This is an optimization exercise on Yosys and OpenROAD, whose aim is a short achievable clock period and few clock cycles per item, not a production implementation. RTL that was checked went through simulation tests only; none was proved equivalent to the original. Function not checked in runs 1 and 2: the RTL went through the layout flow alone. No run shown here takes its clock network from TritonCTS; it comes from the design's own scripts or RTL. The flow treats the clock pin as an ideal source. Dropping or thinning the clock tree relies on that and would not hold on a real chip. Power is estimated from default activity; no workload was simulated.

--- design/flow/flow/run.sh ---
#!/bin/bash
# The standard layout, except that the clock tree is built by flow/pre_cts.tcl.
# ORFS writes each step's log under orfs/logs; make's own output goes to standard_flow.log.
set -euo pipefail
export PRE_CTS_TCL="$PWD/flow/pre_cts.tcl"
bash standard.sh > standard_flow.log 2>&1
--- design/flow/config.mk ---
export PLATFORM = sky130hd
export DESIGN_NAME = dma_write_top
export DESIGN_NICKNAME = dma_write_top
export VERILOG_FILES = /design/flow/design.v
export SDC_FILE = /design/flow/constraint.sdc
export NUM_CORES = 4
export LEC_CHECK = 0
export CAP_MARGIN = 20
export CORE_MARGIN = 2
export CORE_UTILIZATION = 40
export SETUP_SLACK_MARGIN = 3.5
export SLEW_MARGIN = 20
--- design/flow/flow/pre_cts.tcl ---
# Sourced by ORFS's cts.tcl before its clock_tree_synthesis call (PRE_CTS_TCL).
# Builds a two-level clock tree (root buffers on the clock port, leaf buffers on groups of
# flip-flops) in place of TritonCTS, then lets cts.tcl go on with legalisation and repair.
source [file join [file dirname [info script]] clock_tree.tcl]
build_clock_tree clk 4 20 sky130_fd_sc_hd__clkbuf_16
global_connect
set_propagated_clock [all_clocks]
rename clock_tree_synthesis __triton_clock_tree_synthesis
proc clock_tree_synthesis {args} {
  puts "clock tree built by pre_cts.tcl; clock_tree_synthesis $args skipped"
}
--- design/flow/standard.sh ---
#!/bin/bash
# synth_recipe.tcl (not shown) runs the flow's synth.tcl, then flattens the netlist and writes it again
# the make line also repeats each setting of config.mk as NAME=value (left out here)
make -C /OpenROAD-flow-scripts/flow DESIGN_CONFIG=/design/flow/config.mk WORK_HOME=/design/flow/orfs CLKGATE_MAP_FILE= SYNTH_SCRIPT=/design/flow/synth_recipe.tcl "${@:-finish}"
--- design/flow/constraint.sdc ---
create_clock -name core_clock -period 5.0 [get_ports {clk}]
set_input_delay 1.0000 -clock core_clock [delete_from_list [all_inputs] [get_ports {clk}]]
set_output_delay 1.0000 -clock core_clock [all_outputs]
set_load 0.01 [all_outputs]
--- design/flow/design.v ---
package avalon_pkg;
    typedef logic [32-1:0] bus_word_t;
    typedef logic [31:0] bus_addr_t;           
    typedef logic [16-1:0] burst_cnt_t;  
    localparam int BYTES_PER_WORD = 32 / 8;
endpackage
package dma_pkg;
    typedef struct packed {
        logic [31:0] control;
        logic [31:0] pkt_begin;      
        logic [31:0] pkt_end;        
        logic [31:0] write_address;  
    } wr_desc_t;
    localparam int CTRL_IRQ_EN = 0;
    typedef enum logic [1:0] {
        st_idle,
        st_run,   
        st_done   
    } wr_state_t;
endpackage
module sync_fifo #(
    parameter int width = 32,
    parameter int depth_log2 = 4
) (
    input  logic     clk,
    input  logic     reset,
    input  logic     push,
    input  logic [width-1:0] din,
    output logic     full,
    input  logic     pop,
    output logic [width-1:0] dout,
    output logic     empty
);
    localparam int depth = 1 << depth_log2;
    logic [width-1:0]      mem [depth];
    logic [depth_log2-1:0] wr_ptr;
    logic [depth_log2-1:0] rd_ptr;
    logic [depth_log2:0]   count;  
    logic                  do_push;
    logic                  do_pop;
    assign full    = count[depth_log2];
    assign empty   = (count == '0);
    assign do_push = push && !full;  
    assign do_pop  = pop && !empty;
    always_ff @(posedge clk) begin
        if (!reset) begin
            wr_ptr <= '0;
            rd_ptr <= '0;
            count  <= '0;
        end else begin
            if (do_push) begin
                wr_ptr <= wr_ptr + 1'b1;
            end
            if (do_pop) begin
                rd_ptr <= rd_ptr + 1'b1;
            end
            case ({do_push, do_pop})
                2'b10:   count <= count + 1'b1;
                2'b01:   count <= count - 1'b1;
                default: count <= count;
            endcase
        end
    end
    always_ff @(posedge clk) begin
        if (do_push) begin
            mem[wr_ptr] <= din;
        end
        if (do_pop) begin
            dout <= mem[rd_ptr];
        end
    end
endmodule
module desc_dispatcher (
    input  logic              clk,
    input  logic              reset,
    input  logic              desc_empty,
    output logic              desc_pop,
    input  dma_pkg::wr_desc_t desc,
    input  logic              wr_busy,
    input  logic              wr_done,
    output logic              start,
    output dma_pkg::wr_desc_t start_desc,
    output logic [15:0]       xfer_count,
    output logic [15:0]       drop_count
);
    typedef enum logic [1:0] {
        disp_idle,
        disp_check,  
        disp_wait    
    } disp_state_t;
    disp_state_t state;
    logic [31:0] byte_len;
    logic        desc_ok;
    assign byte_len = desc.pkt_end - desc.pkt_begin;
    assign desc_ok = (desc.pkt_end > desc.pkt_begin)
                  && (desc.pkt_begin[1:0] == 2'b00)
                  && (desc.pkt_end[1:0] == 2'b00)
                  && (byte_len <= 255 * 4);
    assign desc_pop = (state == disp_idle) && !wr_busy && !desc_empty;
    assign start      = (state == disp_check) && desc_ok;
    assign start_desc = desc;
    always_ff @(posedge clk) begin
        if (!reset) begin
            state      <= disp_idle;
            xfer_count <= '0;
            drop_count <= '0;
        end else begin
            case (state)
                disp_idle: begin
                    if (desc_pop) begin
                        state <= disp_check;
                    end
                end
                disp_check: begin
                    if (desc_ok) begin
                        state <= disp_wait;
                    end else begin
                        drop_count <= drop_count + 16'd1;  
                        state      <= disp_idle;
                    end
                end
                disp_wait: begin
                    if (wr_done) begin
                        xfer_count <= xfer_count + 16'd1;
                        state      <= disp_idle;
                    end
                end
                default: state <= disp_idle;
            endcase
        end
    end
endmodule
module wr_burst_master (
    input  logic                  clk,
    input  logic                  reset,
    input  logic                  start,
    input  dma_pkg::wr_desc_t     start_desc,
    output logic                  busy,
    output logic                  done,
    output logic                  done_irq,
    output logic                  data_pop,
    input  logic                  data_empty,
    input  avalon_pkg::bus_word_t data_q,
    output avalon_pkg::bus_addr_t avm_address,
    output avalon_pkg::bus_word_t avm_writedata,
    output logic                  avm_write,
    output avalon_pkg::burst_cnt_t avm_burstcount,
    input  logic                  avm_waitrequest
);
    dma_pkg::wr_state_t   state;
    avalon_pkg::bus_addr_t   addr_q;
    avalon_pkg::burst_cnt_t  burst_q;
    avalon_pkg::burst_cnt_t  fetch_left;  
    avalon_pkg::burst_cnt_t  beats_left;  
    logic        irq_q;
    avalon_pkg::bus_word_t   hold_data;
    logic        hold_valid;
    logic        pend;        
    logic        accept;
    logic        move;
    logic [31:0] byte_len;
    avalon_pkg::burst_cnt_t  word_cnt;
    assign byte_len = start_desc.pkt_end - start_desc.pkt_begin;
    assign word_cnt = avalon_pkg::burst_cnt_t'(byte_len / avalon_pkg::BYTES_PER_WORD);
    assign avm_address    = addr_q;
    assign avm_burstcount = burst_q;
    assign avm_write      = hold_valid;
    assign avm_writedata  = hold_data;
    assign accept = hold_valid && !avm_waitrequest;
    assign move = pend && (!hold_valid || accept);
    assign data_pop = (state == dma_pkg::st_run) && (fetch_left != '0) && !data_empty
                   && (!pend || move);
    assign busy     = (state != dma_pkg::st_idle);
    assign done     = (state == dma_pkg::st_done);
    assign done_irq = done && irq_q;
    always_ff @(posedge clk) begin
        if (!reset) begin
            state      <= dma_pkg::st_idle;
            fetch_left <= '0;
            beats_left <= '0;
            irq_q      <= 1'b0;
            hold_valid <= 1'b0;
            pend       <= 1'b0;
        end else begin
            case (state)
                dma_pkg::st_idle: begin
                    if (start) begin
                        state      <= dma_pkg::st_run;
                        fetch_left <= word_cnt;
                        beats_left <= word_cnt;
                        irq_q      <= start_desc.control[dma_pkg::CTRL_IRQ_EN];
                    end
                end
                dma_pkg::st_run: begin
                    if (data_pop) begin
                        fetch_left <= fetch_left - 1'b1;
                    end
                    if (accept) begin
                        beats_left <= beats_left - 1'b1;
                        if (beats_left == avalon_pkg::burst_cnt_t'(1)) begin
                            state <= dma_pkg::st_done;  
                        end
                    end
                end
                dma_pkg::st_done: state <= dma_pkg::st_idle;
                default: state <= dma_pkg::st_idle;
            endcase
            if (move) begin
                hold_valid <= 1'b1;
            end else if (accept) begin
                hold_valid <= 1'b0;
            end
            if (data_pop) begin
                pend <= 1'b1;  
            end else if (move) begin
                pend <= 1'b0;
            end
        end
    end
    always_ff @(posedge clk) begin
        if ((state == dma_pkg::st_idle) && start) begin
            addr_q  <= start_desc.write_address;
            burst_q <= word_cnt;
        end
        if (move) begin
            hold_data <= data_q;
        end
    end
endmodule
module dma_write_top (
    input  logic                   clk,
    input  logic                   reset,
    input  logic                   desc_push,
    input  logic [31:0]            desc_control,
    input  logic [31:0]            desc_pkt_begin,
    input  logic [31:0]            desc_pkt_end,
    input  logic [31:0]            desc_write_address,
    output logic                   desc_full,
    input  logic                   data_push,
    input  avalon_pkg::bus_word_t  data_in,
    output logic                   data_full,
    output avalon_pkg::bus_addr_t  avm_address,
    output avalon_pkg::bus_word_t  avm_writedata,
    output logic                   avm_write,
    output avalon_pkg::burst_cnt_t avm_burstcount,
    input  logic                   avm_waitrequest,
    output logic                   busy,
    output logic                   done_irq,
    output logic [15:0]            xfer_count,
    output logic [15:0]            drop_count
);
    localparam int DQ = 4;  
    localparam int XQ = 4;  
    logic        di_v;
    logic        di_irq;
    logic [31:0] di_beg, di_end, di_adr;
    always_ff @(posedge clk) begin
        di_irq <= desc_control[dma_pkg::CTRL_IRQ_EN];
        di_beg <= desc_pkt_begin;
        di_end <= desc_pkt_end;
        di_adr <= desc_write_address;
        if (!reset) di_v <= 1'b0;
        else        di_v <= desc_push && !desc_full;
    end
    logic [21:0] beg_hi, end_hi, hi_x;
    logic [7:0]  beg_w, end_w, cnt_w;
    logic        ck_al, ck_eq, ck_eq1;
    logic [22:0] hi_x_up;
    assign beg_hi  = di_beg[31:10];
    assign end_hi  = di_end[31:10];
    assign beg_w   = di_beg[9:2];
    assign end_w   = di_end[9:2];
    assign cnt_w   = end_w - beg_w;
    assign hi_x    = beg_hi ^ end_hi;
    assign hi_x_up = {1'b0, hi_x};
    assign ck_al   = (di_beg[1:0] == 2'b00) && (di_end[1:0] == 2'b00);
    assign ck_eq   = (hi_x == 22'd0);
    always_comb begin
        ck_eq1 = hi_x[0];
        for (int i = 0; i < 22; i++) begin
            ck_eq1 = ck_eq1 && !(hi_x_up[i+1] ^ (hi_x[i] && beg_hi[i]));
        end
    end
    logic        c2_v, c2_ok, c2_irq, c2_one;
    logic [7:0]  c2_cnt;
    logic [31:0] c2_adr;
    always_ff @(posedge clk) begin
        c2_irq <= di_irq;
        c2_adr <= di_adr;
        c2_cnt <= cnt_w;
        c2_one <= (cnt_w == 8'd1);
        c2_ok  <= ck_al && ((ck_eq && (end_w > beg_w)) || (ck_eq1 && (end_w < beg_w)));
        if (!reset) c2_v <= 1'b0;
        else        c2_v <= di_v;
    end
    logic dq_push, c2_drop;
    assign dq_push = c2_v && c2_ok;
    assign c2_drop = c2_v && !c2_ok;
    always_ff @(posedge clk) begin
        if (!reset)       drop_count <= 16'd0;
        else if (c2_drop) drop_count <= drop_count + 16'd1;
    end
    logic [31:0]   dq_adr [DQ];
    logic [7:0]    dq_cnt [DQ];
    logic [DQ-1:0] dq_irq, dq_one;
    logic [DQ-1:0] dq_wp, dq_rp;    
    logic [DQ-1:0] dq_n;            
    logic [DQ-1:0] d_occ;           
    logic [31:0]   xi_d;
    logic          xi_v;
    logic [31:0]   xq_d [XQ];
    logic [XQ-1:0] xq_wp, xq_rp;
    logic [XQ-1:0] xq_n;
    logic [XQ-1:0] x_occ;
    logic [31:0] dh_adr;
    logic [7:0]  dh_cnt;
    logic        dh_irq, dh_one;
    logic [31:0] xh_d;
    always_comb begin
        dh_adr = '0;
        dh_cnt = '0;
        dh_irq = 1'b0;
        dh_one = 1'b0;
        for (int i = 0; i < DQ; i++) begin
            dh_adr = dh_adr | (dq_adr[i] & {32{dq_rp[i]}});
            dh_cnt = dh_cnt | (dq_cnt[i] & {8{dq_rp[i]}});
            dh_irq = dh_irq | (dq_irq[i] & dq_rp[i]);
            dh_one = dh_one | (dq_one[i] & dq_rp[i]);
        end
        xh_d = '0;
        for (int i = 0; i < XQ; i++) xh_d = xh_d | (xq_d[i] & {32{xq_rp[i]}});
    end
    logic        cur_v, cur_irq, cur_last;
    logic [31:0] cur_adr;
    logic [7:0]  cur_cnt, cur_left;
    logic        sv, s_last, s_irq;
    logic [31:0] s_adr, s_d;
    logic [7:0]  s_cnt;
    logic        ov, o_last, o_irq;
    logic [31:0] o_adr, o_d;
    logic [7:0]  o_cnt;
    logic fire, load, hold, acc;
    assign fire = cur_v && xq_n[0] && !sv;
    assign load = dq_n[0] && (!cur_v || (fire && cur_last));
    assign hold = ov && avm_waitrequest;
    assign acc  = ov && !avm_waitrequest;
    always_ff @(posedge clk) begin
        for (int i = 0; i < DQ; i++) begin
            if (dq_push && dq_wp[i]) begin
                dq_adr[i] <= c2_adr;
                dq_cnt[i] <= c2_cnt;
                dq_irq[i] <= c2_irq;
                dq_one[i] <= c2_one;
            end
        end
    end
    logic [DQ-1:0] d_up, d_dn1, d_dn2, d_nx0, d_nx1;
    assign d_up  = {d_occ[DQ-2:0], 1'b1};
    assign d_dn1 = {1'b0, d_occ[DQ-1:1]};
    assign d_dn2 = {2'b00, d_occ[DQ-1:2]};
    assign d_nx0 = load ? (c2_drop ? d_dn2 : d_dn1) : (c2_drop ? d_dn1 : d_occ);
    assign d_nx1 = load ? (c2_drop ? d_dn1 : d_occ) : (c2_drop ? d_occ : d_up);
    logic d_inc;
    assign d_inc = desc_push && !desc_full;
    always_ff @(posedge clk) begin
        if (!reset) begin
            dq_wp     <= DQ'(1);
            dq_rp     <= DQ'(1);
            dq_n      <= '0;
            d_occ     <= '0;
            desc_full <= 1'b0;
        end else begin
            if (dq_push) dq_wp <= {dq_wp[DQ-2:0], dq_wp[DQ-1]};
            if (load)    dq_rp <= {dq_rp[DQ-2:0], dq_rp[DQ-1]};
            case ({dq_push, load})
                2'b10:   dq_n <= {dq_n[DQ-2:0], 1'b1};
                2'b01:   dq_n <= {1'b0, dq_n[DQ-1:1]};
                default: dq_n <= dq_n;
            endcase
            d_occ     <= d_inc ? d_nx1 : d_nx0;
            desc_full <= d_inc ? d_nx1[DQ-1] : d_nx0[DQ-1];
        end
    end
    logic x_inc;
    assign x_inc = data_push && !data_full;
    always_ff @(posedge clk) begin
        xi_d <= data_in;
        for (int i = 0; i < XQ; i++) begin
            if (xi_v && xq_wp[i]) xq_d[i] <= xi_d;
        end
    end
    logic [XQ-1:0] x_base;
    assign x_base = fire ? {1'b0, x_occ[XQ-1:1]} : x_occ;
    always_ff @(posedge clk) begin
        if (!reset) begin
            xi_v      <= 1'b0;
            xq_wp     <= XQ'(1);
            xq_rp     <= XQ'(1);
            xq_n      <= '0;
            x_occ     <= '0;
            data_full <= 1'b0;
        end else begin
            xi_v <= x_inc;
            if (xi_v) xq_wp <= {xq_wp[XQ-2:0], xq_wp[XQ-1]};
            if (fire) xq_rp <= {xq_rp[XQ-2:0], xq_rp[XQ-1]};
            case ({xi_v, fire})
                2'b10:   xq_n <= {xq_n[XQ-2:0], 1'b1};
                2'b01:   xq_n <= {1'b0, xq_n[XQ-1:1]};
                default: xq_n <= xq_n;
            endcase
            x_occ     <= x_inc ? {x_base[XQ-2:0], 1'b1} : x_base;
            data_full <= x_inc ? x_base[XQ-2] : x_base[XQ-1];
        end
    end
    always_ff @(posedge clk) begin
        if (load) begin
            cur_adr  <= dh_adr;
            cur_cnt  <= dh_cnt;
            cur_irq  <= dh_irq;
            cur_left <= dh_cnt;
        end else if (fire) begin
            cur_left <= cur_left - 8'd1;
        end
        if (!reset)    cur_last <= 1'b0;
        else if (load) cur_last <= dh_one;
        else if (fire) cur_last <= (cur_left == 8'd2);
        if (!reset) cur_v <= 1'b0;
        else        cur_v <= load || (cur_v && !(fire && cur_last));
    end
    always_ff @(posedge clk) begin
        if (!sv) begin
            s_d    <= xh_d;
            s_adr  <= cur_adr;
            s_cnt  <= cur_cnt;
            s_last <= cur_last;
            s_irq  <= cur_irq;
        end
        if (!reset) sv <= 1'b0;
        else        sv <= hold && (sv || fire);
    end
    logic [15:0] xfer_p1;  
    always_ff @(posedge clk) begin
        if (!reset) begin
            o_d    <= '0;
            o_adr  <= '0;
            o_cnt  <= '0;
            o_last <= 1'b0;
            o_irq  <= 1'b0;
        end else if (!hold) begin
            o_d    <= sv ? s_d    : xh_d;
            o_adr  <= sv ? s_adr  : cur_adr;
            o_cnt  <= sv ? s_cnt  : cur_cnt;
            o_last <= sv ? s_last : cur_last;
            o_irq  <= sv ? s_irq  : cur_irq;
        end
        if (!reset) begin
            ov         <= 1'b0;
            busy       <= 1'b0;
            done_irq   <= 1'b0;
            xfer_count <= 16'd0;
            xfer_p1    <= 16'd1;
        end else begin
            ov       <= hold || sv || fire;
            busy     <= hold || sv || fire || (cur_v && !(fire && cur_last)) || load;
            done_irq <= acc && o_last && o_irq;
            if (acc && o_last) begin
                xfer_count <= xfer_p1;
                xfer_p1    <= xfer_p1 + 16'd1;
            end
        end
    end
    assign avm_write      = ov;
    assign avm_address    = o_adr;
    assign avm_writedata  = o_d;
    assign avm_burstcount = {8'd0, o_cnt};
endmodule
--- design/flow/flow/clock_tree.tcl ---
# Two-level clock tree: a few root buffers on the clock port, each driving leaf buffers that
# each drive a compact group of flip-flop clock pins.
proc ct_centroid {pts} {
  set sx 0; set sy 0
  foreach p $pts { set sx [expr {$sx + [lindex $p 1]}]; set sy [expr {$sy + [lindex $p 2]}] }
  set n [llength $pts]
  return [list [expr {$sx / $n}] [expr {$sy / $n}]]
}
# split points {id x y} into k groups of near equal size by recursive bisection
proc ct_split {pts k} {
  if {$k <= 1} { return [list $pts] }
  set xs [lmap p $pts {lindex $p 1}]; set ys [lmap p $pts {lindex $p 2}]
  set dx [expr {[tcl::mathfunc::max {*}$xs] - [tcl::mathfunc::min {*}$xs]}]
  set dy [expr {[tcl::mathfunc::max {*}$ys] - [tcl::mathfunc::min {*}$ys]}]
  set idx [expr {$dx >= $dy ? 1 : 2}]
  set s [lsort -real -index $idx $pts]
  set k1 [expr {$k / 2}]; set k2 [expr {$k - $k1}]
  set n1 [expr {int(round(double([llength $s]) * $k1 / $k))}]
  set a [lrange $s 0 [expr {$n1 - 1}]]; set b [lrange $s $n1 end]
  return [concat [ct_split $a $k1] [ct_split $b $k2]]
}
proc build_clock_tree {clk_net_name nroot leaf_size buf} {
  set block [ord::get_db_block]
  set master [[ord::get_db] findMaster $buf]
  set clknet [$block findNet $clk_net_name]
  set sinks {}
  set i 0
  foreach it [$clknet getITerms] {
    set inst [$it getInst]
    set bb [$inst getBBox]
    set x [expr {([$bb xMin] + [$bb xMax]) / 2}]; set y [expr {([$bb yMin] + [$bb yMax]) / 2}]
    lappend sinks [list $i $x $y]
    set term($i) $it
    incr i
  }
  set n [llength $sinks]
  set nleaf [expr {int(ceil(double($n) / $leaf_size))}]
  if {$nleaf < $nroot} { set nleaf $nroot }
  # leaves grouped by root first, so each root's leaves are compact
  set groups [ct_split $sinks $nroot]
  set li 0
  set ri 0
  set mw [$master getWidth]; set mh [$master getHeight]
  foreach g $groups {
    set nl [expr {int(round(double([llength $g]) * $nleaf / $n))}]
    if {$nl < 1} { set nl 1 }
    set rnet [odb::dbNet_create $block "clknet_root_$ri"]
    $rnet setSigType CLOCK
    set leafpts {}
    foreach c [ct_split $g $nl] {
      set lnet [odb::dbNet_create $block "clknet_leaf_$li"]
      $lnet setSigType CLOCK
      foreach p $c {
        set it $term([lindex $p 0])
        $it disconnect
        $it connect $lnet
      }
      lassign [ct_centroid $c] cx cy
      set b [odb::dbInst_create $block $master "clkbuf_leaf_$li"]
      $b setLocation [expr {int($cx - $mw / 2)}] [expr {int($cy - $mh / 2)}]
      $b setPlacementStatus PLACED
      [$b findITerm A] connect $rnet
      [$b findITerm X] connect $lnet
      lappend leafpts [list $li $cx $cy]
      incr li
    }
    lassign [ct_centroid $leafpts] cx cy
    set r [odb::dbInst_create $block $master "clkbuf_root_$ri"]
    $r setLocation [expr {int($cx - $mw / 2)}] [expr {int($cy - $mh / 2)}]
    $r setPlacementStatus PLACED
    [$r findITerm A] connect $clknet
    [$r findITerm X] connect $rnet
    incr ri
  }
  $clknet setSigType CLOCK
  puts "build_clock_tree: $n sinks, $ri root buffers, $li leaf buffers"
}
==> impl_metrics.py, run 1 <==
metrics = {
    "floorplanning": {
        "initial_utilization": 0.405,
        "die_area_um2": 64300,
        "ios": 282,
        "core_area_um2": 61600,
        "rows": 91,
        "die_y_um": 254,
        "die_x_um": 254,
    },
    "yosys": {
        "netlist_area_um2": 24900,
        "synth_ff_type": "dfxtp_1",
        "synth_top_area_share": 0.416,
        "synth_edf_count": 345,
        "synth_area_leader_cell": "edfxtp_1",
        "synth_cell_types": 60,
        "synthCells": 1724,
        "ys_seq_elements": 754,
        "seq_area_frac_synth": 0.744,
        "avgSynthCellArea_um2": 14.5,
        "ys.warnings.count": 4,
        "ys_top_cells_by_area": "edfxtp_1 (42%), dfxtp_1 (33%), a22oi_1 (4.5%), a22o_1 (2.6%), nand2_1 (2.3%)",
        "ys_async_sr_fraction": 0,
    },
    "routing": {
        "first_pass_iters": 5,
        "vias_per_cell": 5.05,
        "routed_wl_um": 62100,
        "drt-initial-drc-count": 947,
        "vias": 14900,
        "drc": 0,
        "antenna_left": 0,
        "wl_per_cell_um": 21.0,
    },
    "worst_setup_path": {
        "crit_type": "reg2reg",
        "required_ns": 5.30,
        "crit_buf_inv": 1,
        "slowest_delay_ns": 0.39,
        "critPathMaxFanout": 3,
        "crit_chain": "inv_2 > ha_4 > fa_2 > nand2b_4 > a21oi_4 > a21oi_2 > or3b_4 > nor4_4",
        "cp-end-kind": "flop",
        "critical_path.top_delay_family": "simple AND/OR/NAND/NOR gates",
        "cp.arrival_ns": 2.39,
        "worstSetupStartpointType": "flop",
        "crit_slowest_cell": "or3b_4",
    },
    "power_and_ir_drop": {
        "power_frac_seq": 0.620,
        "p_clk_frac": 0.300,
        "p_int_uw": 8650,
        "vdd_ir_drop_max_v": 0.000233,
        "p_sw_frac": 0.212,
        "pwr-share-comb": 0.080,
        "leakage_uw": 0.0124,
        "total_power_uw": 11000,
        "power.density_nw_per_um2": 334,
        "p_switching_uw": 2330,
    },
    "placed_design": {
        "dpl.hpwl_um": 30200,
        "io_buffer_count": 242,
        "place_inst": 2731,
        "placed_area_um2": 28300,
        "gp_congestion": 0.772,
    },
    "sta": {
        "post-route-min-period_ns": 2.09,
        "maxSlewHeadroom": 0.627,
        "period_share": 0.418,
        "clock_skew_ns": 0.0349,
        "max_freq_ghz": 0.478,
        "fin_setup_tns_ns": 0,
        "final_max_slew_viol_count": 0,
        "hold_violations": 0,
        "whs_ns": 0.327,
        "max_slew.worst_pin.slew_ns": 0.560,
        "rsz0062_at_grt": "true",
        "report.final.setup_viol": 0,
    },
    "layout": {
        "mostFrequentLayoutCell": "edfxtp_1",
        "drive_gt1_frac": 0.298,
        "final_area_um2": 32900,
        "final_cell_mix": "edfxtp_1 (345), dfxtp_1 (287), a22oi_1 (148), buf_6 (146), nand2_1 (143)",
        "area_growth_pct": 32.1,
        "fillers": 4990,
        "fin_nets": 2325,
        "fin_cells": 2959,
        "regArea_um2": 18800,
        "multi_input_comb_area_um2": 6600,
    },
    "global_routing": {
        "grt_overflow": 0,
        "grt_pass1_wl_um": 86900,
        "grt_max_degree": 45,
        "first_global_vias": 14700,
        "track_usage": 0.176,
        "antenna_found_initial": 1,
    },
    "clock_network": {
        "holdBufCountCts": 0,
        "clk-insertion-delay-late_ns": 0.41,
        "cts.reportedPaths.clkPinSlew_ns": 0.09,
    },
    "flow_run": {
        "max_cap_violations": 0,
    },
    "status": {
        "status": "timing/DRC/antenna clean",
    },
    "min_path": {
        "min_path_type": "reg2reg",
    },
}
==> cells in the mapped netlist, drive strengths merged (3+ instances only) <==
master,n
dfxtp,409
edfxtp,345
nand2,153
a22oi,149
mux2,75
a22o,74
nor2,71
a21oi,62
clkbuf,59
inv,48
ha,36
buf,32
xnor2,29
xor2,28
nand4,17
nor3,15
nand3,12
nor4,10
o21ai,10
and3,9
nand2b,8
and2,7
mux2i,7
or3,7
nor2b,6
nor3b,5
a211oi,4
a21o,4
o211ai,4
a2111oi,3
a211o,3
a221oi,3
nand3b,3
or4,3
==> worst register-to-register path, cell delays in order, from the launching register on <==
cell and delay (ns):
dfxtp_2 0.33, inv_2 0.04, ha_4 0.15, fa_2 0.35
nand2b_4 0.16, a21oi_4 0.16, a21oi_2 0.07, or3b_4 0.39
nor4_4 0.35
==> state kept, by name, summed over array words and instances (netlist names), 8 cells and up <==
name and count:
drop_count 16, di_adr 32, di_end 32, cur_cnt 8, di_beg 32, cur_left 8, cur_adr 32, xfer_count 16
s_adr 32, s_d 32, c2_adr 32, s_cnt 8, xfer_p1 16, xi_d 32, o_cnt 8, o_adr 32
dq_cnt 32, dq_adr 128, o_d 32, c2_cnt 8, xq_d 128
==> final cells by class <==
cell class / instances / share of cell area
antenna: 1 / 0.0000760
tap: 837 / 0.0318
multi-input combinational: 839 / 0.200
inverter: 49 / 0.00673
sequential: 754 / 0.570
timing repair inverter: 8 / 0.00357
timing repair buffer: 429 / 0.155
buffer: 42 / 0.0319
==> layer usage <==
layer	vias to the layer above	part of all wire	global-route usage
met1	7440	0.43	0.225
li1	7058	-	-
met5	-	0	0
met2	330	0.50	0.318
met4	0	0.033	0.0511
met3	104	0.044	0.0156
==> logic make-up after synthesis <==
| kind of cell | synth area share |
|---|---|
| AOI/OAI and AO/OA | 0.0942 |
| xor gates and xnor gates | 0.0200 |
| adders and majority gates | 0.0189 |
| buffers and inverters | 0.0228 |
| DFF | 0.744 |
| muxes | 0.0367 |
| other | 0.000150 |
| and+or+nand+nor | 0.0629 |
==> final timing paths <==
kind                   start  cells after the start  slack [ns]         end
setup / recovery   di_end[2]                      8        2.91      c2_one
hold / removal    di_adr[10]                      0        0.33  c2_adr[10]
setup reg to reg   di_end[2]                      8        2.91      c2_one
hold reg to reg   di_adr[10]                      0        0.33  c2_adr[10]
==> stage by stage <==
stage,util,setup WS [ns]
floorplan,-,3.00
global placement,0.459,1.45
detailed placement,0.460,1.46
CTS,0.513,2.87
global route,0.534,2.84
finish,0.534,2.91
==> repair_timing <==
item                                    in CTS  in global routing
endpoints found under the setup margin     685                401
pin swaps                                   51                 59
resized for setup                          843                152
setup buffers                               96                 47
cloned                                      28                 14
==> power groups by stage <==
stage / clock network [µW] / registers, µW / logic (µW)
2_1_floorplan: 0 / 6900 / 350
3_3_place_gp: 0 / 6940 / 605
3_5_place_dp: 0 / 6950 / 612
4_1_cts: 3390 / 6820 / 753
5_1_grt: 3580 / 6830 / 950
6_report: 3290 / 6810 / 882
==> run 2: changes to the inputs <==
--- a/design/flow/design.v
+++ b/design/flow/design.v
@@ -272,3 +272,2 @@
     assign end_w   = di_end[9:2];
-    assign cnt_w   = end_w - beg_w;
     assign hi_x    = beg_hi ^ end_hi;
@@ -283,3 +282,9 @@
     end
-    logic        c2_v, c2_ok, c2_irq, c2_one;
+    logic [4:0] cnt_lo;
+    logic [3:0] cnt_hi0, cnt_hi1;
+    assign cnt_lo  = {1'b0, end_w[3:0]} - {1'b0, beg_w[3:0]};
+    assign cnt_hi0 = end_w[7:4] - beg_w[7:4];
+    assign cnt_hi1 = end_w[7:4] + ~beg_w[7:4];
+    assign cnt_w   = {cnt_lo[4] ? cnt_hi1 : cnt_hi0, cnt_lo[3:0]};
+    logic        c2_v, c2_irq, c2_al, c2_eq, c2_eq1, c2_gt, c2_lt, c2_ok, c2_one;
     logic [7:0]  c2_cnt;
@@ -290,4 +295,7 @@
         c2_cnt <= cnt_w;
-        c2_one <= (cnt_w == 8'd1);
-        c2_ok  <= ck_al && ((ck_eq && (end_w > beg_w)) || (ck_eq1 && (end_w < beg_w)));
+        c2_al  <= ck_al;
+        c2_eq  <= ck_eq;
+        c2_eq1 <= ck_eq1;
+        c2_gt  <= (end_w > beg_w);
+        c2_lt  <= (end_w < beg_w);
         if (!reset) c2_v <= 1'b0;
@@ -295,2 +303,4 @@
     end
+    assign c2_ok  = c2_al && ((c2_eq && c2_gt) || (c2_eq1 && c2_lt));
+    assign c2_one = (c2_cnt == 8'd1);
     logic dq_push, c2_drop;
==> impl_metrics.py, run 2 <==
metrics = {
    "yosys": {
        "ys.warnings.count": 4,
        "synth_edf_count": 345,
        "avgSynthCellArea_um2": 14.5,
        "synth_ff_type": "dfxtp_1",
        "seq_area_frac_synth": 0.744,
        "synthCells": 1720,
        "synth_cell_types": 57,
        "ys_top_cells_by_area": "edfxtp_1 (41%), dfxtp_1 (33%), a22oi_1 (4.5%), mux2_2 (3.3%), a22o_1 (2.6%)",
        "synth_top_area_share": 0.414,
        "netlist_area_um2": 25000,
        "synth_most_common_cell": "dfxtp_1",
        "ys_async_sr_fraction": 0,
        "netlist_top_cells_count": "dfxtp_1 (412), edfxtp_1 (345), nand2_1 (156)",
        "ys_seq_elements": 757,
        "synth_area_leader_cell": "edfxtp_1",
    },
    "worst_setup_path": {
        "cp-end-kind": "flop",
        "cp.arrival_ns": 2.52,
        "critical_path.top_delay_family": "adder cells",
        "crit_type": "reg2reg",
        "crit_chain": "inv_1 > ha_2 > fa_2 > nor2b_1 > o21ai_1 > nand2_2 > buf_4 > xnor2_1 > ha_2 > fa_1 > xor2_1",
        "critPathMaxFanout": 5,
        "worstSetupStartpointType": "flop",
        "required_ns": 5.28,
        "crit_slowest_cell": "fa_1",
        "crit_buf_inv": 2,
        "slowest_delay_ns": 0.40,
        "cp_common_cell": "ha_2",
    },
    "sta": {
        "fin_setup_tns_ns": 0,
        "final_max_slew_viol_count": 0,
        "report.final.setup_viol": 0,
        "maxSlewHeadroom": 0.558,
        "post-route-min-period_ns": 2.24,
        "max_slew.worst_pin.slew_ns": 0.662,
        "period_share": 0.449,
        "clock_skew_ns": 0.0303,
        "max_freq_ghz": 0.445,
        "hold_violations": 0,
        "rsz0062_at_grt": "true",
        "fin_ws_ns": 2.76,
    },
    "floorplanning": {
        "die_area_um2": 64500,
        "ios": 282,
        "die_y_um": 254,
        "rows": 91,
        "initial_utilization": 0.405,
        "die_x_um": 254,
        "core_area_um2": 61700,
    },
    "status": {
        "status": "timing/DRC/antenna clean",
    },
    "placed_design": {
        "dpl.hpwl_um": 30700,
        "pre_cts_slack_ns": 1.51,
        "io_buffer_count": 242,
        "placed_area_um2": 28400,
        "gp_congestion": 0.740,
    },
    "layout": {
        "final_cell_mix": "edfxtp_1 (345), dfxtp_1 (284), a22oi_1 (148), nand2_1 (147), buf_6 (141)",
        "final_area_um2": 33100,
        "drive_gt1_frac": 0.331,
        "fin_nets": 2354,
        "biggestRegsByFlops": "dq_adr (128), xq_d (128)",
        "diodes": 0,
        "area_growth_pct": 32.6,
        "mostFrequentLayoutCell": "edfxtp_1",
    },
    "power_and_ir_drop": {
        "leakage_uw": 0.0123,
        "power.density_nw_per_um2": 333,
        "vdd_ir_drop_max_v": 0.000248,
    },
    "routing": {
        "vias_per_cell": 5.09,
        "drc": 0,
        "drt-initial-drc-count": 1189,
        "routed_wl_um": 63200,
        "first_pass_iters": 5,
        "vias": 15200,
        "antenna_left": 0,
        "wl_per_cell_um": 21.2,
    },
    "min_path": {
        "min_path_type": "reg2reg",
    },
    "global_routing": {
        "grt_overflow": 0,
        "track_usage": 0.183,
        "antenna_found_initial": 1,
        "first_global_vias": 14900,
        "grt_max_degree": 45,
        "grt_pass1_wl_um": 90100,
    },
    "clock_network": {
        "cts.reportedPaths.clkPinSlew_ns": 0.08,
        "clk-insertion-delay-late_ns": 0.40,
    },
    "flow_run": {
        "max_cap_violations": 0,
    },
}
[run 2: kinds of logic after synthesis]
kind of cell	after synthesis	synth area share
AO/OA/AOI/OAI	319	0.0935
buffers and inverters	138	0.0238
AND/OR/NAND/NOR	320	0.0590
other	1	0.000150
multiplexers	79	0.0353
adder cells (fa/ha/maj)	42	0.0216
flip-flops	757	0.744
XOR/XNOR	64	0.0224
[run 2: area by class of cell]
| type | count | area (µm²) |
|---|---|---|
| fillers | 5072 | 28600 |
| flip-flops and latches | 757 | 18800 |
| multi-input cells | 863 | 6970 |
| repair buffers | 433 | 4970 |
| well taps | 837 | 1050 |
| plain buffers | 41 | 1030 |
| inverters | 47 | 218 |
| repair inverters | 4 | 92.6 |
[run 2: repair_timing]
| item | 4_1_cts | 5_1_grt |
|---|---|---|
| pin swaps | 87 | 73 |
| hold buffers | 0 | 0 |
| setup buffers | 103 | 57 |
| resized for setup | 875 | 128 |
| cloned | 48 | 7 |
| setup endpoints to repair | 677 | 404 |
[run 2: through the flow]
step / utilization / instances / total power, µW / hold WS [ns]
2_1_floorplan: - / 1727 / 7350 / 0.310
3_3_place_gp: 0.460 / 2726 / 7650 / 0.312
3_5_place_dp: 0.460 / 2726 / 7670 / 0.312
4_1_cts: 0.518 / 2918 / 11000 / 0.307
5_1_grt: 0.537 / 2982 / 11400 / 0.320
6_report: 0.537 / 2982 / 11000 / 0.315
[run 2: worst reg2reg max path: stages (launching register included)]
cell and delay [ns]:
dfxtp_1 0.31, inv_1 0.04, ha_2 0.17, fa_2 0.35, nor2b_1 0.12, o21ai_1 0.10, nand2_2 0.12, buf_4 0.12
xnor2_1 0.06, ha_2 0.20, fa_1 0.40, xor2_1 0.15
[run 2: power breakdown]
part           total, µW  internal, µW  switching [µW]  leakage, µW
Sequential          6870          6720             150      0.00660
Combinational        903           500             403      0.00519
Clock               3260          1460            1790     0.000505
Total              11000          8680            2350       0.0123
[run 2: final timing paths]
path | start | endpoint | slack, ns | cells past startpoint
setup / recovery | di_end[2] | c2_cnt[6] | 2.76 | 11
setup reg to reg | di_end[2] | c2_cnt[6] | 2.76 | 11
hold / removal | di_adr[31] | c2_adr[31] | 0.31 | 0
hold reg to reg | di_adr[31] | c2_adr[31] | 0.31 | 0
[run 2: per-layer routing]
layer  vias up  global-route usage  wire length (µm)
met1      7582               0.243             26600
met5         -                   0                12
met3        64              0.0231              3410
met2       402               0.324             31900
met4         2              0.0334              1230
li1       7140                   -                 -
==> run 3: changes to the inputs <==
--- a/design/flow/design.v
+++ b/design/flow/design.v
@@ -265,3 +265,3 @@
     logic [21:0] beg_hi, end_hi, hi_x;
-    logic [7:0]  beg_w, end_w, cnt_w;
+    logic [7:0]  beg_w, end_w;
     logic        ck_al, ck_eq, ck_eq1;
@@ -283,8 +283,15 @@
     logic [4:0] cnt_lo;
-    logic [3:0] cnt_hi0, cnt_hi1;
-    assign cnt_lo  = {1'b0, end_w[3:0]} - {1'b0, beg_w[3:0]};
-    assign cnt_hi0 = end_w[7:4] - beg_w[7:4];
-    assign cnt_hi1 = end_w[7:4] + ~beg_w[7:4];
-    assign cnt_w   = {cnt_lo[4] ? cnt_hi1 : cnt_hi0, cnt_lo[3:0]};
+    assign cnt_lo = {1'b0, end_w[3:0]} - {1'b0, beg_w[3:0]};
+    logic [7:0] w_x;
+    logic       ck_one;
+    assign w_x = beg_w ^ end_w;
+    always_comb begin
+        ck_one = w_x[0];
+        for (int i = 0; i < 7; i++) begin
+            ck_one = ck_one && !(w_x[i+1] ^ (w_x[i] && beg_w[i]));
+        end
+    end
     logic        c2_v, c2_irq, c2_al, c2_eq, c2_eq1, c2_gt, c2_lt, c2_ok, c2_one;
+    logic [4:0]  c2_lo;
+    logic [3:0]  c2_ehi, c2_bhi;
     logic [7:0]  c2_cnt;
@@ -294,3 +301,6 @@
         c2_adr <= di_adr;
-        c2_cnt <= cnt_w;
+        c2_lo  <= cnt_lo;
+        c2_ehi <= end_w[7:4];
+        c2_bhi <= beg_w[7:4];
+        c2_one <= ck_one;
         c2_al  <= ck_al;
@@ -304,3 +314,3 @@
     assign c2_ok  = c2_al && ((c2_eq && c2_gt) || (c2_eq1 && c2_lt));
-    assign c2_one = (c2_cnt == 8'd1);
+    assign c2_cnt = {c2_ehi - c2_bhi - {3'd0, c2_lo[4]}, c2_lo[3:0]};
     logic dq_push, c2_drop;
--- a/design/flow/flow/pre_cts.tcl
+++ b/design/flow/flow/pre_cts.tcl
@@ -4,3 +4,3 @@
 source [file join [file dirname [info script]] clock_tree.tcl]
-build_clock_tree clk 4 20 sky130_fd_sc_hd__clkbuf_16
+build_clock_tree clk 4 28 sky130_fd_sc_hd__clkbuf_16
 global_connect
==> impl_metrics.py, run 3 <==
metrics = {
    "global_routing": {
        "grt_overflow": 0,
        "antenna_found_initial": 1,
        "first_global_vias": 15100,
        "track_usage": 0.182,
        "grt_pass1_wl_um": 90200,
        "grt_max_degree": 45,
    },
    "routing": {
        "drt-initial-drc-count": 931,
        "first_pass_iters": 5,
        "drc": 0,
        "routed_wl_um": 62600,
        "antenna_left": 0,
        "wl_per_cell_um": 20.8,
        "vias": 15000,
        "vias_per_cell": 4.99,
    },
    "yosys": {
        "synthCells": 1733,
        "synth_cell_types": 54,
        "synth_edf_count": 345,
        "netlist_area_um2": 25200,
        "ys.warnings.count": 4,
        "seq_area_frac_synth": 0.744,
        "ys_top_cells_by_area": "edfxtp_1 (41%), dfxtp_1 (33%), a22oi_1 (4.4%), mux2_2 (3.4%), a22o_1 (2.6%)",
        "ys_async_sr_fraction": 0,
        "ys_seq_elements": 763,
        "synth_top_area_share": 0.412,
        "synth_most_common_cell": "dfxtp_1",
        "avgSynthCellArea_um2": 14.5,
        "synth_area_leader_cell": "edfxtp_1",
        "synth_ff_type": "dfxtp_1",
        "netlist_top_cells_count": "dfxtp_1 (418), edfxtp_1 (345), nand2_1 (153)",
    },
    "worst_setup_path": {
        "cp-end-kind": "flop",
        "r2r-start": "c2_bhi[0]",
        "r2r_slack_ns": 3.20,
        "cp.arrival_ns": 2.24,
        "r2r_end": "dq_cnt[0][7]",
        "required_ns": 5.32,
        "crit_type": "in2reg",
        "reg2reg_depth": 7,
        "worstSetupStartpointType": "input port",
        "critPathMaxFanout": 4,
    },
    "min_path": {
        "whs_endpoint": "c2_adr[6]",
        "min_path_type": "reg2reg",
        "hp-start": "di_adr[6]",
        "hold_depth": 0,
    },
    "layout": {
        "utilization": 0.543,
        "mostFrequentLayoutCell": "edfxtp_1",
        "fin_nets": 2382,
        "drive_gt1_frac": 0.337,
        "final_cell_mix": "edfxtp_1 (345), dfxtp_1 (284), buf_6 (156), a22oi_1 (148), nand2_1 (145)",
        "area_growth_pct": 33.7,
        "biggestRegsByFlops": "dq_adr (128), xq_d (128)",
    },
    "sta": {
        "maxSlewHeadroom": 0.528,
        "post-route-min-period_ns": 1.93,
        "whs_ns": 0.334,
        "rsz0062_at_grt": "true",
        "max_freq_ghz": 0.519,
        "hold_violations": 0,
        "report.final.setup_viol": 0,
        "final_max_slew_viol_count": 0,
        "max_slew.worst_pin.slew_ns": 0.708,
        "fin_setup_tns_ns": 0,
        "period_share": 0.385,
        "clock_skew_ns": 0.0144,
    },
    "floorplanning": {
        "rows": 91,
        "initial_utilization": 0.406,
        "die_area_um2": 64900,
        "die_x_um": 255,
        "ios": 282,
        "core_area_um2": 61900,
        "die_y_um": 255,
    },
    "clock_network": {
        "clk-insertion-delay-late_ns": 0.38,
        "cts.reportedPaths.clkPinSlew_ns": 0.11,
        "holdBufCountCts": 0,
    },
    "status": {
        "status": "timing/DRC/antenna clean",
    },
    "placed_design": {
        "dpl.hpwl_um": 30500,
        "io_buffer_count": 242,
        "gp_congestion": 0.731,
    },
    "flow_run": {
        "max_cap_violations": 0,
    },
    "power_and_ir_drop": {
        "leakage_uw": 0.0125,
        "power.density_nw_per_um2": 317,
        "total_power_uw": 10700,
        "vdd_ir_drop_max_v": 0.000298,
    },
}
## run 3: cell types whose count changed in the layout (fill, tap and decap cells not counted), sizes merged, moves of 6 or more
cell / before / now
nor2: 63 / 79
ha: 40 / 46
xor2: 20 / 31
dfxtp: 412 / 418
nor3: 15 / 9
buf: 298 / 328
xnor2: 44 / 37
inv: 45 / 62
and3: 38 / 10
## run 3: through the flow
step | cells | cell area (µm²) | setup slack [ns]
after floorplan | 1740 | 25500 | 2.91
after global placement | 2741 | 28600 | 1.57
after CTS | 2943 | 32500 | 3.09
after detailed placement | 2742 | 28600 | 1.51
after global routing | 3004 | 33700 | 3.00
final | 3004 | 33700 | 3.07
## run 3: timing repair
action | 4_1_cts | 5_1_grt
pin swaps | 100 | 72
setup buffers | 130 | 47
gates resized for setup | 913 | 114
cloned | 39 | 13
setup endpoints to repair | 740 | 493
## run 3: cells by family after synthesis
logic type | Yosys count | synth area share
other | 1 | 0.000149
xor gates and xnor gates | 68 | 0.0237
and+or+nand+nor | 314 | 0.0559
DFF | 763 | 0.744
muxes | 81 | 0.0360
AOI/OAI and AO/OA | 312 | 0.0909
buffers and inverters | 145 | 0.0239
adders and majority gates | 49 | 0.0253
## run 3: report_power, final
group          switching (µW)  leakage [µW]  internal (µW)
Clock                    1730      0.000394           1160
Combinational             391       0.00546            501
Sequential                149       0.00665           6740
Total                    2270        0.0125           8410
## run 3: critical path, stage by stage
cell	delay (ns)
buf_12	0.10
and3b_4	0.31
nand4_1	0.19
buf_4	0.21
or3_1	0.30
a21oi_1	0.13
## run 3: how the worst max path moves through the flow
stage             endpoint             from  cells after the start
5_1_grt        xfer_p1[15]  avm_waitrequest                      7
6_report        xfer_p1[9]  avm_waitrequest                      6
3_3_place_gp   xfer_p1[15]  avm_waitrequest                      7
2_1_floorplan  xfer_p1[13]  avm_waitrequest                      6
4_1_cts        xfer_p1[15]  avm_waitrequest                      7
3_5_place_dp   xfer_p1[15]  avm_waitrequest                      7
## run 3: layout make-up
cell class              instances  area (µm²)
plain buffers                  32         801
fillers                      4994       28300
multi-input cells             838        6730
well taps                     837        1050
inverters                      57         251
flip-flops and latches        763       18900
repair buffers                468        5750
repair inverters                8         116
diodes                          1        2.50
## run 3: metal layers
metal | vias to the layer above | part of all wire | global-route usage
li1 | 7119 | - | -
met1 | 7513 | 0.43 | 0.236
met2 | 297 | 0.51 | 0.332
met3 | 61 | 0.036 | 0.0156
met4 | 0 | 0.018 | 0.0349
met5 | - | 0 | 0
Testbench counts of run 3, summed over its fixed seeds: cycles 34,223, items 2,400.
==> run 4: changes to the inputs <==
--- a/design/flow/flow/pre_cts.tcl
+++ b/design/flow/flow/pre_cts.tcl
@@ -4,3 +4,3 @@
 source [file join [file dirname [info script]] clock_tree.tcl]
-build_clock_tree clk 4 28 sky130_fd_sc_hd__clkbuf_16
+build_clock_tree clk 4 20 sky130_fd_sc_hd__clkbuf_16
 global_connect
==> impl_metrics.py, run 4 <==
metrics = {
    "layout": {
        "biggestRegsByFlops": "dq_adr (128), xq_d (128)",
        "fin_cells": 3002,
        "diodes": 0,
        "fin_nets": 2381,
        "mostFrequentLayoutCell": "edfxtp_1",
        "final_cell_mix": "edfxtp_1 (345), dfxtp_1 (287), buf_6 (151), a22oi_1 (148), nand2_1 (132)",
        "area_growth_pct": 34.5,
        "drive_gt1_frac": 0.345,
    },
    "worst_setup_path": {
        "required_ns": 5.28,
        "crit_slowest_cell": "a22o_1",
        "cp.depth": 10,
        "crit_buf_inv": 7,
        "cp_common_cell": "buf_12",
        "r2r_end": "dq_cnt[2][7]",
        "r2r_slack_ns": 3.20,
        "cp-end-kind": "flop",
        "cp.arrival_ns": 2.20,
        "slowest_delay_ns": 0.21,
        "worstSetupStartpointType": "input port",
        "critPathMaxFanout": 8,
        "crit_type": "in2reg",
        "reg2reg_depth": 7,
        "r2r-start": "c2_bhi[0]",
        "crit_chain": "buf_12 > buf_4 > buf_6 > buf_8 > nand2_4 > nor2_4 > buf_12 > buf_12 > buf_16 > a22o_1",
        "critical_path.top_delay_family": "buffers and inverters",
    },
    "floorplanning": {
        "core_area_um2": 61900,
        "initial_utilization": 0.406,
        "rows": 91,
        "die_area_um2": 64900,
        "ios": 282,
        "die_y_um": 255,
        "die_x_um": 255,
    },
    "routing": {
        "wl_per_cell_um": 20.8,
        "antenna_left": 0,
        "vias_per_cell": 5.01,
        "drc": 0,
        "routed_wl_um": 62500,
        "drt-initial-drc-count": 883,
        "vias": 15000,
        "first_pass_iters": 4,
    },
    "global_routing": {
        "antenna_found_initial": 0,
        "first_global_vias": 15400,
        "track_usage": 0.183,
        "grt_overflow": 0,
        "grt_pass1_wl_um": 91100,
        "grt_max_degree": 45,
    },
    "yosys": {
        "synth_most_common_cell": "dfxtp_1",
        "ys_top_cells_by_area": "edfxtp_1 (41%), dfxtp_1 (33%), a22oi_1 (4.4%), mux2_2 (3.4%), a22o_1 (2.6%)",
        "synthCells": 1733,
        "netlist_top_cells_count": "dfxtp_1 (418), edfxtp_1 (345), nand2_1 (153)",
        "synth_edf_count": 345,
        "avgSynthCellArea_um2": 14.5,
        "netlist_area_um2": 25200,
        "ys_async_sr_fraction": 0,
        "seq_area_frac_synth": 0.744,
        "ys.warnings.count": 4,
        "synth_cell_types": 54,
        "synth_ff_type": "dfxtp_1",
        "synth_area_leader_cell": "edfxtp_1",
        "synth_top_area_share": 0.412,
        "ys_seq_elements": 763,
    },
    "sta": {
        "final_max_slew_viol_count": 0,
        "period_share": 0.383,
        "maxSlewHeadroom": 0.522,
        "max_freq_ghz": 0.522,
        "max_slew.worst_pin.slew_ns": 0.716,
        "fin_setup_tns_ns": 0,
        "clock_skew_ns": 0.0239,
        "hold_violations": 0,
        "post-route-min-period_ns": 1.92,
        "report.final.setup_viol": 0,
        "rsz0062_at_grt": "true",
        "whs_ns": 0.328,
    },
    "clock_network": {
        "clk-insertion-delay-late_ns": 0.40,
        "holdBufCountCts": 0,
        "cts.reportedPaths.clkPinSlew_ns": 0.07,
    },
    "placed_design": {
        "place_inst": 2742,
        "gp_congestion": 0.731,
        "io_buffer_count": 242,
        "dpl.hpwl_um": 30500,
    },
    "power_and_ir_drop": {
        "leakage_uw": 0.0126,
        "power.density_nw_per_um2": 330,
        "vdd_ir_drop_max_v": 0.000248,
    },
    "min_path": {
        "hp-start": "di_adr[6]",
        "whs_endpoint": "c2_adr[6]",
        "hold_depth": 0,
        "min_path_type": "reg2reg",
    },
    "flow_run": {
        "max_cap_violations": 0,
    },
    "status": {
        "status": "timing/DRC/antenna clean",
    },
}
## run 4: worst max-delay path by stage
stage / end / slack, ns / startpoint
finish: o_adr[26] / 3.08 / avm_waitrequest
global route: xfer_p1[13] / 3.03 / avm_waitrequest
CTS: avm_address[0] / 3.09 / o_adr[0]
global placement: xfer_p1[15] / 1.57 / avm_waitrequest
detailed placement: xfer_p1[15] / 1.51 / avm_waitrequest
floorplan: xfer_p1[13] / 2.91 / avm_waitrequest
## run 4: per-layer routing
| layer | up-vias | track usage | part of all wire |
|---|---|---|---|
| met5 | - | 0 | 0 |
| met4 | 0 | 0.0297 | 0.019 |
| met3 | 64 | 0.0167 | 0.041 |
| met2 | 328 | 0.336 | 0.52 |
| met1 | 7538 | 0.237 | 0.42 |
| li1 | 7118 | - | - |
## run 4: kinds of logic after synthesis
family,synth area share
and+or+nand+nor,0.0559
DFF,0.744
adders and majority gates,0.0253
buffers and inverters,0.0239
muxes,0.0360
AOI/OAI and AO/OA,0.0909
xor gates and xnor gates,0.0237
other,0.000149
## run 4: worst register-to-register path, delay by kind of cell (launching register included)
kind                     cells  cell delay, ns
AO/OA/AOI/OAI                1            0.09
buffers and inverters        2            0.08
adder cells (fa/ha/maj)      2            0.73
flip-flops                   1            0.32
XOR/XNOR                     1            0.19
AND/OR/NAND/NOR              1            0.12
## run 4: power by group
group | switching [µW] | leakage [µW] | total, µW | internal (µW)
Combinational | 389 | 0.00539 | 886 | 497
Sequential | 150 | 0.00664 | 6890 | 6740
Clock | 1820 | 0.000542 | 3390 | 1560
## run 4: repair_timing
action                     4_1_cts  5_1_grt
pin swaps                       89      107
resized for setup              901      151
hold endpoints to repair         0        0
setup endpoints to repair      737      465
cloned                          40       10
setup buffers                  123       43
## run 4: layout make-up
| class | count | area [µm²] |
|---|---|---|
| Timing Repair inverter | 8 | 124 |
| Timing Repair Buffer | 455 | 5570 |
| Sequential cell | 763 | 18900 |
| Fill cell | 4957 | 28100 |
| Buffer | 44 | 1100 |
| Multi-Input combinational cell | 838 | 6810 |
| Inverter | 57 | 251 |
| Tap cell | 837 | 1050 |
## run 4: stage by stage
step	setup WS (ns)	cell area, µm²	utilization	total power, µW
floorplan	2.91	25500	-	7340
global placement	1.57	28600	0.461	7630
detailed placement	1.51	28600	0.461	7650
CTS	3.09	32700	0.527	11200
global route	3.03	33800	0.546	11600
finish	3.08	33800	0.546	11200
==> run 5: changes to the inputs <==
--- a/design/flow/design.v
+++ b/design/flow/design.v
@@ -318,5 +318,11 @@
     assign c2_drop = c2_v && !c2_ok;
+    logic [15:0] drop_p1;  
     always_ff @(posedge clk) begin
-        if (!reset)       drop_count <= 16'd0;
-        else if (c2_drop) drop_count <= drop_count + 16'd1;
+        if (!reset) begin
+            drop_count <= 16'd0;
+            drop_p1    <= 16'd1;
+        end else if (c2_drop) begin
+            drop_count <= drop_p1;
+            drop_p1    <= drop_p1 + 16'd1;
+        end
     end
@@ -358,3 +364,3 @@
     logic [7:0]  s_cnt;
-    logic        ov, o_last, o_irq;
+    logic        ov, ov_i, o_last, o_irq;  
     logic [31:0] o_adr, o_d;
@@ -364,4 +370,4 @@
     assign load = dq_n[0] && (!cur_v || (fire && cur_last));
-    assign hold = ov && avm_waitrequest;
-    assign acc  = ov && !avm_waitrequest;
+    assign hold = ov_i && avm_waitrequest;
+    assign acc  = ov_i && !avm_waitrequest;
     always_ff @(posedge clk) begin
@@ -477,2 +483,3 @@
             ov         <= 1'b0;
+            ov_i       <= 1'b0;
             busy       <= 1'b0;
@@ -482,3 +489,4 @@
         end else begin
-            ov       <= hold || sv || fire;
+            ov       <= (ov && avm_waitrequest) || sv || fire;
+            ov_i     <= hold || sv || fire;
             busy     <= hold || sv || fire || (cur_v && !(fire && cur_last)) || load;
--- a/design/flow/config.mk
+++ b/design/flow/config.mk
@@ -9,3 +9,3 @@
 export CORE_MARGIN = 2
-export CORE_UTILIZATION = 40
+export CORE_UTILIZATION = 55
 export SETUP_SLACK_MARGIN = 3.5
==> impl_metrics.py, run 5 <==
metrics = {
    "status": {
        "status": "timing/DRC/antenna clean",
    },
    "worst_setup_path": {
        "cp-end-kind": "output port",
        "required_ns": 4.00,
        "cp.depth": 1,
        "crit_path_end": "desc_full",
        "reg2reg_depth": 7,
        "startpoint": "desc_full",
        "crit_type": "reg2out",
        "r2r_end": "dq_cnt[1][7]",
        "crit_chain": "buf_6",
        "worstSetupStartpointType": "flop",
        "critical_path.top_delay_family": "flip-flops",
        "cp.arrival_ns": 0.87,
        "r2r_slack_ns": 3.22,
        "crit_slowest_cell": "dfxtp_4",
        "crit_buf_inv": 1,
        "critPathMaxFanout": 2,
        "slowest_delay_ns": 0.36,
        "r2r-start": "c2_bhi[0]",
    },
    "global_routing": {
        "grt_max_degree": 50,
        "grt_overflow": 0,
        "antenna_found_initial": 0,
        "track_usage": 0.236,
        "grt_pass1_wl_um": 87600,
        "first_global_vias": 15200,
    },
    "yosys": {
        "ys_top_cells_by_area": "edfxtp_1 (40%), dfxtp_1 (34%), a22oi_1 (4.3%), mux2_2 (3.2%), nand2_1 (2.6%)",
        "seq_area_frac_synth": 0.739,
        "synthCells": 1808,
        "synth_most_common_cell": "dfxtp_1",
        "synth_top_area_share": 0.401,
        "netlist_top_cells_count": "dfxtp_1 (435), edfxtp_1 (345), nand2_1 (180)",
        "netlist_area_um2": 25800,
        "synth_edf_count": 345,
        "synth_cell_types": 58,
        "ys_async_sr_fraction": 0,
        "ys.warnings.count": 4,
        "avgSynthCellArea_um2": 14.3,
        "ys_seq_elements": 780,
        "synth_area_leader_cell": "edfxtp_1",
        "synth_ff_type": "dfxtp_1",
    },
    "layout": {
        "fin_cells": 2834,
        "drive_gt1_frac": 0.334,
        "diodes": 0,
        "fin_nets": 2443,
        "biggestRegsByFlops": "dq_adr (128), xq_d (128)",
        "area_growth_pct": 32.9,
        "fillers": 2976,
        "mostFrequentLayoutCell": "edfxtp_1",
        "final_cell_mix": "edfxtp_1 (345), dfxtp_1 (307), buf_6 (162), a22oi_1 (148), nand2_1 (148)",
        "final_area_um2": 34300,
    },
    "floorplanning": {
        "initial_utilization": 0.556,
        "die_area_um2": 48700,
        "rows": 79,
        "die_x_um": 221,
        "ios": 282,
        "core_area_um2": 46500,
        "die_y_um": 221,
    },
    "sta": {
        "clock_skew_ns": 0.0192,
        "maxSlewHeadroom": 0.618,
        "period_share": 0.374,
        "fin_setup_tns_ns": 0,
        "report.final.setup_viol": 0,
        "fin_ws_ns": 3.13,
        "rsz0062_at_grt": "true",
        "final_max_slew_viol_count": 0,
        "post-route-min-period_ns": 1.87,
        "max_slew.worst_pin.slew_ns": 0.574,
        "max_freq_ghz": 0.535,
        "hold_violations": 0,
    },
    "clock_network": {
        "cts.reportedPaths.clkPinSlew_ns": 0.08,
        "clk-insertion-delay-late_ns": 0.40,
        "holdBufCountCts": 0,
    },
    "min_path": {
        "min_path_type": "reg2reg",
        "hp-start": "di_adr[21]",
    },
    "routing": {
        "met3_length_um": 3390,
        "routed_wl_um": 62000,
        "drt-initial-drc-count": 1070,
        "vias_per_cell": 5.57,
        "dr_wl_met2_um": 30800,
        "first_pass_iters": 6,
        "antenna_left": 0,
        "wl_per_cell_um": 21.9,
        "drc": 0,
        "drt-met1-wl_um": 26500,
        "vias": 15800,
        "route.top_layer_used": "met4",
    },
    "placed_design": {
        "gp_congestion": 0.747,
        "dpl.hpwl_um": 29400,
        "placed_area_um2": 28900,
        "place_inst": 2583,
        "io_buffer_count": 242,
        "pre_cts_slack_ns": 1.64,
    },
    "flow_run": {
        "max_cap_violations": 0,
    },
    "power_and_ir_drop": {
        "total_power_uw": 11300,
        "leakage_uw": 0.0128,
        "vdd_ir_drop_max_v": 0.000386,
        "power.density_nw_per_um2": 329,
    },
}
-- run 5: cell types whose count changed after synthesis, sizes merged, moves of 5 or more --
cell / change
inv: +5
dfxtp: +17
o21ai: -8
a31oi: +7
nand2: +27
and3: -6
xor2: -8
xnor2: +7
nor2: -8
a21oi: +17
and2: +6
-- run 5: worst min-delay path by stage --
stage,end,slack (ns),cells after the start
2_1_floorplan,c2_adr[0],0.31,0
3_3_place_gp,c2_adr[13],0.31,0
3_5_place_dp,c2_adr[17],0.31,0
4_1_cts,c2_adr[25],0.33,0
5_1_grt,c2_adr[21],0.34,0
6_report,c2_adr[21],0.32,0
-- run 5: cells by family after synthesis --
group / share of synthesized area
DFF: 0.739
xor gates and xnor gates: 0.0227
muxes: 0.0342
buffers and inverters: 0.0254
and+or+nand+nor: 0.0586
AOI/OAI and AO/OA: 0.0956
other: 0.000145
adders and majority gates: 0.0246
-- run 5: final cells by class --
cell class | instances | area (µm²) | share of cell area
plain buffers | 44 | 1100 | 0.0321
multi-input cells | 883 | 7140 | 0.208
repair buffers | 451 | 5700 | 0.166
repair inverters | 6 | 97.6 | 0.00284
flip-flops and latches | 780 | 19200 | 0.561
well taps | 607 | 759 | 0.0221
inverters | 63 | 270 | 0.00788
-- run 5: repair_timing --
action | 4_1_cts | 5_1_grt
pin swaps | 50 | 73
hold endpoints to repair | 0 | 0
buffers inserted | 112 | 42
gates resized for setup | 899 | 144
setup endpoints to repair | 750 | 512
cloned | 38 | 15
-- run 5: worst reg2reg max path, delay by kind of cell, from the launching register on --
kind                       cells  cell delay (ns)
AOI/OAI and AO/OA              1             0.12
xor gates and xnor gates       1             0.18
adders and majority gates      2             0.62
buffers and inverters          2             0.18
DFF                            1             0.32
and+or+nand+nor                1             0.12
-- run 5: metrics by stage --
step	utilization	hold WS (ns)
2_1_floorplan	-	0.310
3_3_place_gp	0.623	0.310
3_5_place_dp	0.623	0.312
4_1_cts	0.711	0.330
5_1_grt	0.739	0.338
6_report	0.739	0.322
-- run 5: where the power goes --
part           internal [µW]  switching, µW  total (µW)
Sequential              6890            139        7030
Clock                   1570           1830        3390
Combinational            484            404         888
-- run 5: layer usage --
metal | up-vias | GRT usage
met1 | 7871 | 0.313
met5 | - | 0
met3 | 86 | 0.0285
met4 | 0 | 0.0509
met2 | 478 | 0.417
li1 | 7346 | -
Testbench counts of run 5, summed over its fixed seeds: cycles 34,223, items 2,400.
==> run 6: changes to the inputs <==
--- a/design/flow/config.mk
+++ b/design/flow/config.mk
@@ -9,3 +9,3 @@
 export CORE_MARGIN = 2
-export CORE_UTILIZATION = 55
+export CORE_UTILIZATION = 40
 export SETUP_SLACK_MARGIN = 3.5
==> impl_metrics.py, run 6 <==
metrics = {
    "status": {
        "status": "timing/DRC/antenna clean",
    },
    "routing": {
        "routed_wl_um": 65700,
        "vias": 15900,
        "drt-initial-drc-count": 1104,
        "wl_per_cell_um": 21.2,
        "first_pass_iters": 5,
        "vias_per_cell": 5.12,
        "antenna_left": 0,
        "drc": 0,
    },
    "layout": {
        "final_cell_mix": "edfxtp_1 (345), dfxtp_1 (303), nand2_1 (153), a22oi_1 (148), buf_6 (144)",
        "utilization": 0.547,
        "fin_nets": 2460,
        "drive_gt1_frac": 0.344,
        "mostFrequentLayoutCell": "edfxtp_1",
        "biggestRegsByFlops": "dq_adr (128), xq_d (128)",
        "fin_cells": 3101,
        "area_growth_pct": 35.8,
    },
    "global_routing": {
        "grt_pass1_wl_um": 96100,
        "antenna_found_initial": 5,
        "track_usage": 0.187,
        "grt_overflow": 0,
        "grt_max_degree": 45,
        "first_global_vias": 16000,
    },
    "worst_setup_path": {
        "critical_path.top_delay_family": "flip-flops",
        "required_ns": 4.00,
        "cp-end-kind": "output port",
        "crit_buf_inv": 1,
        "crit_chain": "buf_6",
        "worstSetupStartpointType": "flop",
        "critPathMaxFanout": 2,
        "slowest_delay_ns": 0.37,
        "crit_slowest_cell": "dfxtp_4",
        "crit_type": "reg2out",
        "cp.arrival_ns": 0.88,
    },
    "min_path": {
        "min_path_type": "reg2reg",
    },
    "yosys": {
        "netlist_area_um2": 25800,
        "synth_cell_types": 58,
        "ys_async_sr_fraction": 0,
        "synth_most_common_cell": "dfxtp_1",
        "netlist_top_cells_count": "dfxtp_1 (435), edfxtp_1 (345), nand2_1 (180)",
        "synth_ff_type": "dfxtp_1",
        "seq_area_frac_synth": 0.739,
        "synth_top_area_share": 0.401,
        "synth_edf_count": 345,
        "avgSynthCellArea_um2": 14.3,
        "ys_seq_elements": 780,
        "synthCells": 1808,
        "ys_top_cells_by_area": "edfxtp_1 (40%), dfxtp_1 (34%), a22oi_1 (4.3%), mux2_2 (3.2%), nand2_1 (2.6%)",
        "synth_area_leader_cell": "edfxtp_1",
        "ys.warnings.count": 4,
    },
    "sta": {
        "fin_setup_tns_ns": 0,
        "max_slew.worst_pin.slew_ns": 0.595,
        "final_max_slew_viol_count": 0,
        "report.final.setup_viol": 0,
        "period_share": 0.376,
        "maxSlewHeadroom": 0.604,
        "clock_skew_ns": 0.0262,
        "max_freq_ghz": 0.532,
        "post-route-min-period_ns": 1.88,
        "hold_violations": 0,
        "rsz0062_at_grt": "true",
    },
    "floorplanning": {
        "die_x_um": 258,
        "rows": 93,
        "die_y_um": 258,
        "ios": 282,
        "die_area_um2": 66600,
        "initial_utilization": 0.403,
        "core_area_um2": 64100,
    },
    "placed_design": {
        "dpl.hpwl_um": 32400,
        "place_inst": 2834,
        "gp_congestion": 0.741,
        "io_buffer_count": 242,
    },
    "clock_network": {
        "clk-insertion-delay-late_ns": 0.41,
        "cts.reportedPaths.clkPinSlew_ns": 0.08,
        "holdBufCountCts": 0,
    },
    "power_and_ir_drop": {
        "power.density_nw_per_um2": 326,
        "vdd_ir_drop_max_v": 0.000336,
        "leakage_uw": 0.0131,
    },
    "flow_run": {
        "max_cap_violations": 0,
    },
}
[run 6: cell counts after synthesis]
No cell type changed its count.
[run 6: kinds of logic after synthesis]
group                      after synthesis  share of synthesized area
buffers and inverters                  157                     0.0254
and+or+nand+nor                        340                     0.0586
AOI/OAI and AO/OA                      335                     0.0956
muxes                                   79                     0.0342
other                                    1                   0.000145
xor gates and xnor gates                67                     0.0227
DFF                                    780                      0.739
adders and majority gates               49                     0.0246
[run 6: final cells by class]
class | instances | area (µm²)
Inverter | 63 | 282
Fill cell | 5100 | 29100
Buffer | 44 | 1100
Antenna cell | 2 | 5.00
Tap cell | 855 | 1070
Multi-Input combinational cell | 882 | 7200
Sequential cell | 780 | 19300
Timing Repair inverter | 13 | 280
Timing Repair Buffer | 462 | 5850
[run 6: final timing paths]
kind	end	cells after the start	slack [ns]	from
setup / recovery	avm_writedata[25]	1	3.12	o_d[25]
hold / removal	c2_adr[1]	0	0.33	di_adr[1]
setup reg to reg	dq_cnt[0][7]	7	3.14	c2_bhi[0]
hold reg to reg	c2_adr[1]	0	0.33	di_adr[1]
[run 6: what timing repair did]
action / 4_1_cts / 5_1_grt
gates cloned: 45 / 14
gates resized for setup: 915 / 163
setup buffers: 127 / 35
setup endpoints to repair: 720 / 483
pin swaps: 69 / 77
[run 6: routing by layer]
layer | part of all wire | global-route usage | vias to the layer above
li1 | - | - | 7402
met1 | 0.42 | 0.244 | 7985
met2 | 0.50 | 0.326 | 388
met4 | 0.026 | 0.0406 | 6
met3 | 0.056 | 0.0303 | 95
met5 | 0.00053 | 0 | -
[run 6: report_power, final]
group	internal, µW	switching [µW]	leakage, µW	total, µW
Combinational	530	443	0.00580	973
Clock	1570	1850	0.000542	3420
Sequential	6890	146	0.00679	7030
Total	8980	2440	0.0131	11400
[run 6: through the flow]
step | worst slack, ns | total power [µW] | area, µm² | hold WS (ns)
2_1_floorplan | 3.00 | 7510 | 26300 | 0.310
3_5_place_dp | 1.63 | 7820 | 29300 | 0.312
3_3_place_gp | 1.67 | 7800 | 29300 | 0.311
5_1_grt | 3.07 | 11900 | 35100 | 0.333
4_1_cts | 3.10 | 11500 | 33700 | 0.330
6_report | 3.12 | 11400 | 35100 | 0.330

==> separate check: timing with driven ports <==
In the flow no input, the clock included, has a driving cell. The finished layouts below were timed again as built, in two steps.
Step 1: set_driving_cell puts a clkbuf_16 on clk and a buf_2 on each other input, an assumption about the parent block.
Step 2 adds t to the input delays and takes it off the output delays; t is the mean of the earliest and latest rising clock arrival at the registers after step 1. Input paths then give back, and output paths get back, about the clock's delay inside the block.
Three values: ideal ports, drivers, drivers and shift; two values: the first two.
| run | t (ns) | slack for setup (ns) | worst hold slack (ns) | worst register clock-pin slew, ns | worst data-port slew with drivers (ns) |
|---|---|---|---|---|---|
| run 1 | 0.518 | 2.910 / 2.910 / 2.726 | 0.327 / 0.327 / 0.327 | 0.09 / 0.09 | 0.09 |
| run 2 | 0.505 | 2.755 / 2.755 / 2.755 | 0.315 / 0.315 / 0.315 | 0.09 / 0.09 | 0.11 |
| run 3 | 0.500 | 3.073 / 3.001 / 2.651 | 0.334 / 0.334 / 0.334 | 0.11 / 0.11 | 0.08 |
| run 4 | 0.516 | 3.083 / 2.959 / 2.650 | 0.328 / 0.328 / 0.328 | 0.08 / 0.08 | 0.08 |
| run 5 | 0.505 | 3.129 / 3.011 / 2.701 | 0.322 / 0.322 / 0.322 | 0.09 / 0.09 | 0.11 |
| run 6 | 0.520 | 3.122 / 2.994 / 2.717 | 0.330 / 0.330 / 0.330 | 0.09 / 0.09 | 0.11 |
After both steps every run listed still meets setup and hold. The setup slack of run 4, which loses most, moves by -0.124 ns with the drivers and by -0.433 ns with both steps.
